What follows belongs to an exercise in optimizing a design on an open flow for small area, a short achievable clock period and few clock cycles per item; a production flow would make more cautious choices.
The RTL was checked by simulation tests, not by an equivalence proof against the original design.
No activity file was given, so power comes from the tool's default toggle rates.

## the baseline
Design stochastic_calcium_cluster_step, start of the top module:
module stochastic_calcium_cluster_step #(
   parameter int NUM_CLUSTERS = scs_pkg::NUM_CLUSTERS_DEF,
   parameter int MAX_CHANNELS = scs_pkg::MAX_CHANNELS_DEF
) (
   input  logic                            clock,
   input  logic                            reset,
   input  logic                            req_tvalid,
   output logic                            req_tready,
   input  logic [scs_pkg::REQ_DATA_W-1:0]  req_tdata,
   input  logic                            req_tlast,
   output logic                            rsp_tvalid,
   input  logic                            rsp_tready,
   output logic [scs_pkg::RSP_DATA_W-1:0]  rsp_tdata,
   output logic                            rsp_tuser,
   input  logic                            csr_we,
   input  logic [scs_pkg::CSR_IDX_W-1:0]   csr_index,
   input  logic [scs_pkg::CSR_DATA_W-1:0]  csr_wdata
);
   localparam int NC = 10;    
   localparam int NP = 3;     
   localparam logic [23:0] P_RST = 24'd133;    
   localparam logic [25:0] BASE_RST = 26'(scs_pkg::CA_REST_RST) + (26'd1 << 25);
   logic [23:0] os_q, refr_q, close_q, rest_q, thr_q, lk_q, puff_q;
   logic [3:0]  rnum_q;
   always_ff @(posedge clock) begin
      if (reset) begin
         os_q    <= scs_pkg::OPEN_SCALE_RST;
         refr_q  <= scs_pkg::REFR_PROB_RST;
         close_q <= scs_pkg::CLOSE_PROB_RST;
         rnum_q  <= scs_pkg::REFR_NUM_RST;
         rest_q  <= scs_pkg::CA_REST_RST;
         thr_q   <= scs_pkg::CA_THRESH_RST;
         lk_q    <= scs_pkg::LEAK_RST;
         puff_q  <= scs_pkg::PUFF_RST;
  ...
make LEC_CHECK=0 CAP_MARGIN=20 CORE_MARGIN=2 CORE_UTILIZATION=40 PLACE_DENSITY=0.6 SETUP_SLACK_MARGIN=3.3 SLEW_MARGIN=20 finish   # period 11.0 ns
run.sh (not shown) runs the stock make flow with config.mk's settings and CLKGATE_MAP_FILE= SYNTH_SCRIPT=/design/flow/synth_recipe.tcl, a recipe that flattens the netlist after the stock synthesis.
Testbench counts of the baseline, summed over its fixed seeds: cycles 3,751, steps 320.
Changes in the candidate relative to the baseline:
- SETUP_SLACK_MARGIN changed from 3.3 to 3
### Flow results
In summary, the candidate completed successfully, with a layout that passed the timing, design-rule and antenna checks. Looking at total power across the baseline and the candidate, the one that comes out higher is the candidate. Re share of the cycle needed by the critical path after routing: the baseline and the candidate aren't equal, and the higher value belongs to the candidate. Final cell count: the baseline vs the candidate, no meaningful difference.

* * *

== the reference run ==
Another version of the RTL of stochastic_calcium_cluster_step (not shown whole).
For scale: about 580 flip-flops, ~120 I/O pins, roughly 0.054 mm² of cells after synthesis.
// stochastic_calcium_cluster_step
module stochastic_calcium_cluster_step #(
   parameter int NUM_CLUSTERS = scs_pkg::NUM_CLUSTERS_DEF,
   parameter int MAX_CHANNELS = scs_pkg::MAX_CHANNELS_DEF
) (
   input  logic                            clock,
   input  logic                            reset,
   input  logic                            req_tvalid,
   output logic                            req_tready,
   input  logic [scs_pkg::REQ_DATA_W-1:0]  req_tdata,
   input  logic                            req_tlast,
   output logic                            rsp_tvalid,
   input  logic                            rsp_tready,
   output logic [scs_pkg::RSP_DATA_W-1:0]  rsp_tdata,
   output logic                            rsp_tuser,
   input  logic                            csr_we,
   input  logic [scs_pkg::CSR_IDX_W-1:0]   csr_index,
   input  logic [scs_pkg::CSR_DATA_W-1:0]  csr_wdata
);
   localparam int NC = 10;    
   localparam int NP = 2;     
   localparam logic [23:0] P_RST = 24'd133;    
   localparam logic [25:0] BASE_RST = 26'(scs_pkg::CA_REST_RST) + (26'd1 << 25);
   logic [23:0] os_q, refr_q, close_q, rest_q, thr_q, lk_q, puff_q;
   logic [3:0]  rnum_q;
   always_ff @(posedge clock) begin
      if (reset) begin
         os_q    <= scs_pkg::OPEN_SCALE_RST;
         refr_q  <= scs_pkg::REFR_PROB_RST;
         close_q <= scs_pkg::CLOSE_PROB_RST;
         rnum_q  <= scs_pkg::REFR_NUM_RST;
         rest_q  <= scs_pkg::CA_REST_RST;
         thr_q   <= scs_pkg::CA_THRESH_RST;
         lk_q    <= scs_pkg::LEAK_RST;
         puff_q  <= scs_pkg::PUFF_RST;
      end else if (csr_we) begin
         case (csr_index)
            3'd0: os_q    <= csr_wdata;
            3'd1: refr_q  <= csr_wdata;
            3'd2: close_q <= csr_wdata;
            3'd3: rnum_q  <= csr_wdata[3:0];
            3'd4: rest_q  <= csr_wdata;
            3'd5: thr_q   <= csr_wdata;
            3'd6: lk_q    <= csr_wdata;
            default: puff_q <= csr_wdata;
         endcase
      end
   end
   logic [4:0]    cs [NC];
   logic [NC-1:0] pendc;
   logic [NP-1:0] pv;
   logic [3:0]    pidx [NP];
   logic [23:0]   pr [NP];
   logic [3:0]    pd [NP];
   logic [7:0]    tot_q;
  ...
clock: 11.0 ns
lec_check: 0
cap_margin: 20
core_margin: 2
core_utilization: 40
place_density: 0.6
setup_slack_margin: 5
slew_margin: 20
The flow did not stop early for the reference run: all stages ran, and the layout cleared the timing, design-rule and antenna checks.
Testbench counts of the reference run, summed over its fixed seeds: cycles 5,144, steps 320.
The following lists how the trial run was set up differently from the reference run:
# the reference run
export LEC_CHECK = 0
export CAP_MARGIN = 20
export CORE_MARGIN = 2
export CORE_UTILIZATION = 40
export PLACE_DENSITY = 0.6
export SETUP_SLACK_MARGIN = 5
export SLEW_MARGIN = 20
create_clock -name core_clock -period 11.0 [get_ports {clock}]
# the trial run
export LEC_CHECK = 0
export CAP_MARGIN = 20
export CORE_MARGIN = 2
export CORE_UTILIZATION = 40
export PLACE_DENSITY = 0.6
export SLEW_MARGIN = 20
create_clock -name core_clock -period 11.0 [get_ports {clock}]
- The trial run contains fewer vias than the reference run.
- Cell area was higher in the run labelled the reference run.
- The global placer's final weighted congestion was comparable across the reference run and the trial run.
- As far as multi-input logic cell count is concerned, the reference run and the trial run perform about the same.
- The trial run completed end to end with timing, DRC and antenna clean.
- Between the reference run and the trial run, area growth from synthesis to layout is lower for the trial run, the reference run comes in above that.
- On the trial run: non-filler instance count after layout is about 4% lower than what the reference run gave.

* * *

stochastic_calcium_cluster_step again, from the RTL that the note above started with.
clock: 11.0 ns
lec_check: 0
abc_clock_period_in_ps: 7500
cap_margin: 20
core_margin: 2
core_utilization: 40
place_density: 0.6
setup_slack_margin: 3
slew_margin: 20
The baseline went through all stages and came out clean.
Testbench counts at the start, summed over its fixed seeds: cycles 5,144, steps 320.
Rerun with:
Settings changed: ABC_CLOCK_PERIOD_IN_PS 7500 to unset.
After rerunning:
- utilization does not change
- via count stays the same
- final cell count does not change
- final area is unchanged
- non-clock buffer count stays the same
- maximum frequency is unchanged
- critical path depth stays the same
- hold slack does not change
- power does not change
- flip-flop and latch count does not change
- routed wire length stays the same

==> port drivers added, routing unchanged <==
In the flow no input, the clock included, has a driving cell. The finished layouts below were timed again as built, in two steps.
Step 1 assumes that a clkbuf_16 drives the clock port and a buf_2 every other input.
Step 2, shift: input delay + t, output delay - t, t = (earliest + latest rising clock arrival at the registers) / 2. This alone moves slack from input paths to output paths.
Three values: ideal ports, drivers, drivers and shift; two values: the first two.
| run | t, ns | setup slack, ns | worst setup path at the end |
|---|---|---|---|
| the baseline | 0.782 | 3.186 / 3.186 / 2.732 | input to register |
| the candidate | 0.791 | 3.168 / 3.168 / 2.467 | input to register |
| the reference run | 0.754 | 2.086 / 2.086 / 2.086 | register to register |
| the trial run | 0.716 | 0.950 / 0.950 / 0.950 | register to register |
| the first run of note 3 | 0.710 | 2.493 / 2.493 / 2.364 | input to register |
| the second run of note 3 | 0.710 | 2.493 / 2.493 / 2.364 | input to register |
After both steps setup and hold are still met in every run listed. For the candidate, which loses most, drivers alone change the setup slack by 0.000 ns; drivers and shift together by -0.701 ns.
